What follows belongs to an exercise in optimizing a design on an open flow for small area; a production flow would make more cautious choices.
In this exercise RTL edits were held to simulation tests only and were not proved equivalent to the original.
Power figures rest on the tool's default switching activity, not on a simulated workload.

==> build 92: inputs <==
==> flow/design.v <==
`default_nettype none
package rv_shell_pkg;
  typedef logic [5-1:0] reg_addr_t;
endpackage
`default_nettype wire
`timescale 1ns/1ns
`default_nettype none
module rv_wake_ctrl (
  input  logic clk_i,
  input  logic rst_ni,
  input  logic fetch_enable_i,
  input  logic core_busy_i,
  input  logic debug_req_i,
  input  logic irq_pending_i,
  input  logic irq_nm_i,
  output logic clock_en_o,
  output logic core_sleep_o
);
  logic fetch_enable_q;
  logic core_busy_q;
  logic wake_src;
  always_ff @(posedge clk_i or negedge rst_ni) begin
    if (!rst_ni) begin
      fetch_enable_q <= 1'b0;
    end else if (fetch_enable_i) begin
      fetch_enable_q <= 1'b1;
    end
  end
  always_ff @(posedge clk_i or negedge rst_ni) begin
    if (!rst_ni) begin
      core_busy_q <= 1'b0;
    end else begin
      core_busy_q <= core_busy_i;
    end
  end
  assign wake_src     = core_busy_q | debug_req_i | irq_pending_i | irq_nm_i;
  assign clock_en_o   = fetch_enable_q & wake_src;
  assign core_sleep_o = ~clock_en_o;
endmodule
`default_nettype wire
`timescale 1ns/1ns
`default_nettype none
module rv_regfile_ecc (
  input  logic                    clk_i,
  input  logic                    rst_ni,
  input  logic                    clock_en_i,
  input  logic                    we_i,
  input  rv_shell_pkg::reg_addr_t waddr_i,
  input  logic [32-1:0]     wdata_i,
  input  rv_shell_pkg::reg_addr_t raddr_a_i,
  input  rv_shell_pkg::reg_addr_t raddr_b_i,
  output logic [32-1:0]     rdata_a_o,
  output logic [32-1:0]     rdata_b_o
);
  logic [32-1:1] we_dec;
  logic [32-1:1] valid_q;
  logic [32-1:1] sel_a;
  logic [32-1:1] sel_b;
  logic                    wr_go;
  logic [32-1:0] mem_q [32-1:1];
  assign wr_go = clock_en_i & we_i;
  for (genvar i = 1; i < 32; i++) begin : gen_entry
    assign we_dec[i] = wr_go && (waddr_i == 5'(i));
    always_ff @(posedge clk_i or negedge rst_ni) begin
      if (!rst_ni) begin
        valid_q[i] <= 1'b0;
      end else if (we_dec[i]) begin
        valid_q[i] <= 1'b1;
      end
    end
    always_ff @(posedge clk_i) begin
      if (we_dec[i]) begin
        mem_q[i] <= wdata_i;
      end
    end
    assign sel_a[i] = valid_q[i] && (raddr_a_i == 5'(i));
    assign sel_b[i] = valid_q[i] && (raddr_b_i == 5'(i));
  end
  for (genvar b = 0; b < 32; b++) begin : gen_bit
    logic [32-1:1] col;
    for (genvar i = 1; i < 32; i++) begin : gen_col
      assign col[i] = mem_q[i][b];
    end
    rv_rf_rdbit u_rd_a (.sel_i(sel_a), .d_i(col), .q_o(rdata_a_o[b]));
    rv_rf_rdbit u_rd_b (.sel_i(sel_b), .d_i(col), .q_o(rdata_b_o[b]));
  end
endmodule
`default_nettype wire
module rv_rf_rdbit (
  input  logic [32-1:1] sel_i,
  input  logic [32-1:1] d_i,
  output logic                    q_o
);
  logic [10:0] grp_n;
  logic [2:0]  part;
  for (genvar g = 0; g < 10; g++) begin : gen_grp
    rv_rf_aoi3 u_aoi (
      .s_i (sel_i[3*g+3:3*g+1]),
      .d_i (d_i[3*g+3:3*g+1]),
      .y_o (grp_n[g])
    );
  end
  assign grp_n[10] = ~(sel_i[31] & d_i[31]);
  assign part[0] = ~&grp_n[3:0];
  assign part[1] = ~&grp_n[7:4];
  assign part[2] = ~&grp_n[10:8];
  assign q_o     = |part;
endmodule
module rv_rf_aoi3 (
  input  logic [2:0] s_i,
  input  logic [2:0] d_i,
  output logic       y_o
);
  assign y_o = ~|(s_i & d_i);
endmodule
`default_nettype wire
`timescale 1ns/1ns
`default_nettype none
module rv_rf_check (
  output logic alert_major_o
);
  assign alert_major_o = 1'b0;
endmodule
`default_nettype wire
`timescale 1ns/1ns
`default_nettype none
module rv_core_shell (
  input  logic                    clk_i,
  input  logic                    rst_ni,
  input  logic                    fetch_enable_i,
  input  logic                    core_busy_i,
  input  logic                    debug_req_i,
  input  logic                    irq_pending_i,
  input  logic                    irq_nm_i,
  input  logic                    rf_we_i,
  input  rv_shell_pkg::reg_addr_t rf_waddr_i,
  input  logic [32-1:0]     rf_wdata_i,
  input  rv_shell_pkg::reg_addr_t rf_raddr_a_i,
  input  rv_shell_pkg::reg_addr_t rf_raddr_b_i,
  output logic [32-1:0]     rf_rdata_a_o,
  output logic [32-1:0]     rf_rdata_b_o,
  output logic                    core_sleep_o,
  output logic                    alert_major_o
);
  logic clock_en;
  rv_wake_ctrl u_wake_ctrl (
    .clk_i          (clk_i),
    .rst_ni         (rst_ni),
    .fetch_enable_i (fetch_enable_i),
    .core_busy_i    (core_busy_i),
    .debug_req_i    (debug_req_i),
    .irq_pending_i  (irq_pending_i),
    .irq_nm_i       (irq_nm_i),
    .clock_en_o     (clock_en),
    .core_sleep_o   (core_sleep_o)
  );
  rv_regfile_ecc u_regfile (
    .clk_i      (clk_i),
    .rst_ni     (rst_ni),
    .clock_en_i (clock_en),
    .we_i       (rf_we_i),
    .waddr_i    (rf_waddr_i),
    .wdata_i    (rf_wdata_i),
    .raddr_a_i  (rf_raddr_a_i),
    .raddr_b_i  (rf_raddr_b_i),
    .rdata_a_o  (rf_rdata_a_o),
    .rdata_b_o  (rf_rdata_b_o)
  );
  rv_rf_check u_rf_check (
    .alert_major_o (alert_major_o)
  );
endmodule
`default_nettype wire
==> flow/flow/run.sh <==
#!/bin/bash
# Standard ORFS layout with two changes: the port buffers are plain
# buf_1 cells (the resizer may still upsize them), and clock tree synthesis
# uses small clock buffers and inserts no dummy loads.
set -euo pipefail
bash standard.sh \
  "BUFFER_PORTS_ARGS=-buffer_cell sky130_fd_sc_hd__buf_1" \
  "CTS_ARGS=-sink_clustering_enable -repair_clock_nets -dont_use_dummy_load -buf_list {sky130_fd_sc_hd__clkbuf_4 sky130_fd_sc_hd__clkbuf_8}" \
  finish > standard_flow.log 2>&1
==> flow/standard.sh <==
#!/bin/bash
# synth_recipe.tcl (not shown) runs the flow's synth.tcl, then flattens the netlist and writes it again
# the make line also repeats each setting of config.mk as NAME=value (left out here)
make -C /OpenROAD-flow-scripts/flow DESIGN_CONFIG=/design/flow/config.mk WORK_HOME=/design/flow/orfs CLKGATE_MAP_FILE= SYNTH_SCRIPT=/design/flow/synth_recipe.tcl "${@:-finish}"
==> flow/config.mk <==
export PLATFORM = sky130hd
export DESIGN_NAME = rv_core_shell
export DESIGN_NICKNAME = rv_core_shell
export VERILOG_FILES = /design/flow/design.v
export SDC_FILE = /design/flow/constraint.sdc
export NUM_CORES = 4
export LEC_CHECK = 0
export CAP_MARGIN = 20
export CORE_MARGIN = 2
export CORE_UTILIZATION = 50
export SLEW_MARGIN = 20
export SYNTH_HIERARCHICAL = 1
==> flow/constraint.sdc <==
create_clock -name core_clock -period 6.0 [get_ports {clk_i}]
set_input_delay 1.2000 -clock core_clock [delete_from_list [all_inputs] [get_ports {clk_i}]]
set_output_delay 1.2000 -clock core_clock [all_outputs]
set_load 0.01 [all_outputs]
==> build 93 (differences from build 92) <==
==> flow/run.sh (new file) <==
#!/bin/bash
# synth_recipe.tcl (not shown) runs the flow's synth.tcl, then flattens the netlist and writes it again
# the make line also repeats each setting of config.mk as NAME=value (left out here)
make -C /OpenROAD-flow-scripts/flow DESIGN_CONFIG=/design/flow/config.mk WORK_HOME=/design/flow/orfs CLKGATE_MAP_FILE= SYNTH_SCRIPT=/design/flow/synth_recipe.tcl finish
- CORE_UTILIZATION: 50 -> 55
removed: flow/flow/run.sh
removed: flow/standard.sh
==> trial 53 (differences from build 92) <==
==> flow/flow/run.sh (replaced) <==
#!/bin/bash
# Standard ORFS layout with two changes: the port buffers are plain
# buf_1 cells (the resizer may still upsize them), and clock tree synthesis
# clusters more registers per leaf buffer, uses one clock buffer type and
# inserts no dummy loads.
set -euo pipefail
bash standard.sh \
  "BUFFER_PORTS_ARGS=-buffer_cell sky130_fd_sc_hd__buf_1" \
  "CTS_ARGS=-sink_clustering_enable -sink_clustering_size 16 -sink_clustering_max_diameter 100 -repair_clock_nets -dont_use_dummy_load -buf_list {sky130_fd_sc_hd__clkbuf_8}" \
  finish > standard_flow.log 2>&1
- CAP_MARGIN: 20 -> 10
- CORE_UTILIZATION: 50 -> 60
- SLEW_MARGIN: 20 -> 10
==> results.json <==
{
  "diodes": 2,
  "timing.hold.ws_ns": 0.492,
  "multi_input_area_share_pct": 22.0,
  "min_period_over_period_pct": 90.8,
  "dp.cells": 3203,
  "cp-endpoint": "rf_rdata_b_o[14]",
  "r2r_cells": 4,
  "vias": 28900,
  "dr_wl_met2_um": 60600,
  "outcome": "no timing/DRC/antenna violations"
}
[end of results for trial 53]
==> results.json <==
{
  "outcome": "no timing/DRC/antenna violations",
  "min_period_over_period_pct": 89.6,
  "r2r_cells": 5,
  "timing.hold.ws_ns": 0.475,
  "p_total_mw": 13.7,
  "diodes": 10,
  "dr_wl_met2_um": 67800,
  "dp.cells": 3385,
  "multi_input_area_share_pct": 21.4,
  "vias": 29500,
  "wl_um": 152000,
  "max-vdd-ir-drop_uv": 161,
  "cp-endpoint": "rf_rdata_b_o[30]"
}
[end of results for build 92]
==> results.json <==
{
  "wl_met1_um": 53100,
  "core_area_mm2": 0.0719,
  "dr_wl_met2_um": 67300,
  "top_power_group": "registers",
  "outcome": "no timing/DRC/antenna violations",
  "cp_common_cell": "clkdlybuf4s50_1",
  "vias": 29500,
  "timing.hold.ws_ns": 0.492,
  "min_period_over_period_pct": 97.6,
  "taps": 950,
  "holdCritStartpoint": "u_regfile.valid_q[21]",
  "diodes": 5,
  "r2r_cells": 5,
  "seq_area_share_pct": 64.8,
  "multi_input_area_share_pct": 20.4,
  "synth_area_leaders": "edfxtp_1, a222oi_1, dfrtp_1"
}
[end of results for build 93]


==> inputs of raven <==
RTL: the design.v shown in full above, as it stands there.
clock: 6.0 ns
lec_check: 0
cap_margin: 20
core_margin: 2
core_utilization: 70
slew_margin: 20
synth_hierarchical: 1
run.sh (not shown) runs the stock make flow with config.mk's settings and CLKGATE_MAP_FILE= SYNTH_SCRIPT=/design/flow/synth_recipe.tcl, a recipe that flattens the netlist after the stock synthesis.
Stock flow here: none of the scripts above is used.
==> indigo (differences from raven) <==
==> flow/flow/run.sh (new file) <==
#!/bin/bash
# Standard ORFS layout with two changes: the port buffers are plain
# buf_1 cells (the resizer may still upsize them), and clock tree synthesis
# clusters more registers per leaf buffer, uses one clock buffer type and
# inserts no dummy loads. After global routing, gates off the critical
# paths are downsized (ORFS's power recovery step, RECOVER_POWER).
set -euo pipefail
bash standard.sh \
  "RECOVER_POWER=100" \
  "BUFFER_PORTS_ARGS=-buffer_cell sky130_fd_sc_hd__buf_1" \
  "CTS_ARGS=-sink_clustering_enable -sink_clustering_size 16 -sink_clustering_max_diameter 100 -repair_clock_nets -dont_use_dummy_load -buf_list {sky130_fd_sc_hd__clkbuf_8}" \
  finish > standard_flow.log 2>&1
==> flow/standard.sh (new file) <==
#!/bin/bash
# synth_recipe.tcl (not shown) runs the flow's synth.tcl, then flattens the netlist and writes it again
# the make line also repeats each setting of config.mk as NAME=value (left out here)
make -C /OpenROAD-flow-scripts/flow DESIGN_CONFIG=/design/flow/config.mk WORK_HOME=/design/flow/orfs CLKGATE_MAP_FILE= SYNTH_SCRIPT=/design/flow/synth_recipe.tcl "${@:-finish}"
CAP_MARGIN = 10   (was 20)
CORE_UTILIZATION = 50   (was 70)
SLEW_MARGIN = 10   (was 20)
removed: flow/run.sh
==> comparison table <==
item                                                                                                                                   raven                                           indigo
CTS root buf                                                                                                      sky130_fd_sc_hd__clkbuf_16                        sky130_fd_sc_hd__clkbuf_8
Period minus WS final                                                                                                                6.09 ns                                          5.57 ns
Nets@finish                                                                                                                            2,514                                            2,466
Hold_ws                                                                                                                             0.504 ns                                         0.493 ns
Comb pwr                                                                                                                            0.959 mW                                         0.859 mW
Worst setup skew after layout                                                                                                      0.0163 ns                                        0.0423 ns
Layout area overhead                                                                                                                   17.9%                                            8.57%
Layout Cell Area excl Fill                                                                                                        47,300 µm²                                       43,500 µm²
Result of the run                                                                                                   finished with violations                         finished with violations
Layout check failures                                                  max-capacitance violations, max-slew violations, negative setup slack  max-capacitance violations, max-slew violations
Weighted congestion at the end of routability-driven global placement                                                                  0.990                                            0.956
Worst reg2reg path endpoint                                                                                           u_regfile.mem_q[13][0]                           u_regfile.mem_q[28][6]
Via count                                                                                                                             31,794                                           29,132
Seq/total area                                                                                                                         0.648                                            0.703

-- afterwards: timing with drivers on the ports --
The flow's constraints put no driver on any port. The routed layouts listed below were extracted and timed again, unchanged, in two steps. Step 1, drivers: a clkbuf_16 drives clk_i and a buf_2 each remaining input, both assumed. Step 2, shift: input delay + t, output delay - t, t = (earliest + latest rising clock arrival at the registers) / 2. This alone moves slack from input paths to output paths. a / b / c = ideal ports / drivers / drivers and shift; a / b = the first two.
run | t (ns) | slack for setup (ns) | slew at the worst register clock pin (ns) | worst data-port slew with drivers (ns)
build 92 | 0.838 | 0.624 / 0.596 / 0.596 | 0.07 / 0.07 | 0.14
build 93 | 0.730 | 0.146 / 0.119 / 0.119 | 0.07 / 0.07 | 0.07
trial 53 | 0.724 | 0.550 / 0.519 / 0.519 | 0.11 / 0.11 | 0.07
raven | 0.733 | -0.094 / -0.140 / -0.140 | 0.07 / 0.07 | 0.16
indigo | 0.756 | 0.433 / 0.428 / -0.289 | 0.11 / 0.11 | 0.12
For indigo, which loses most, drivers alone change the setup slack by -0.005 ns; drivers and shift together by -0.722 ns.
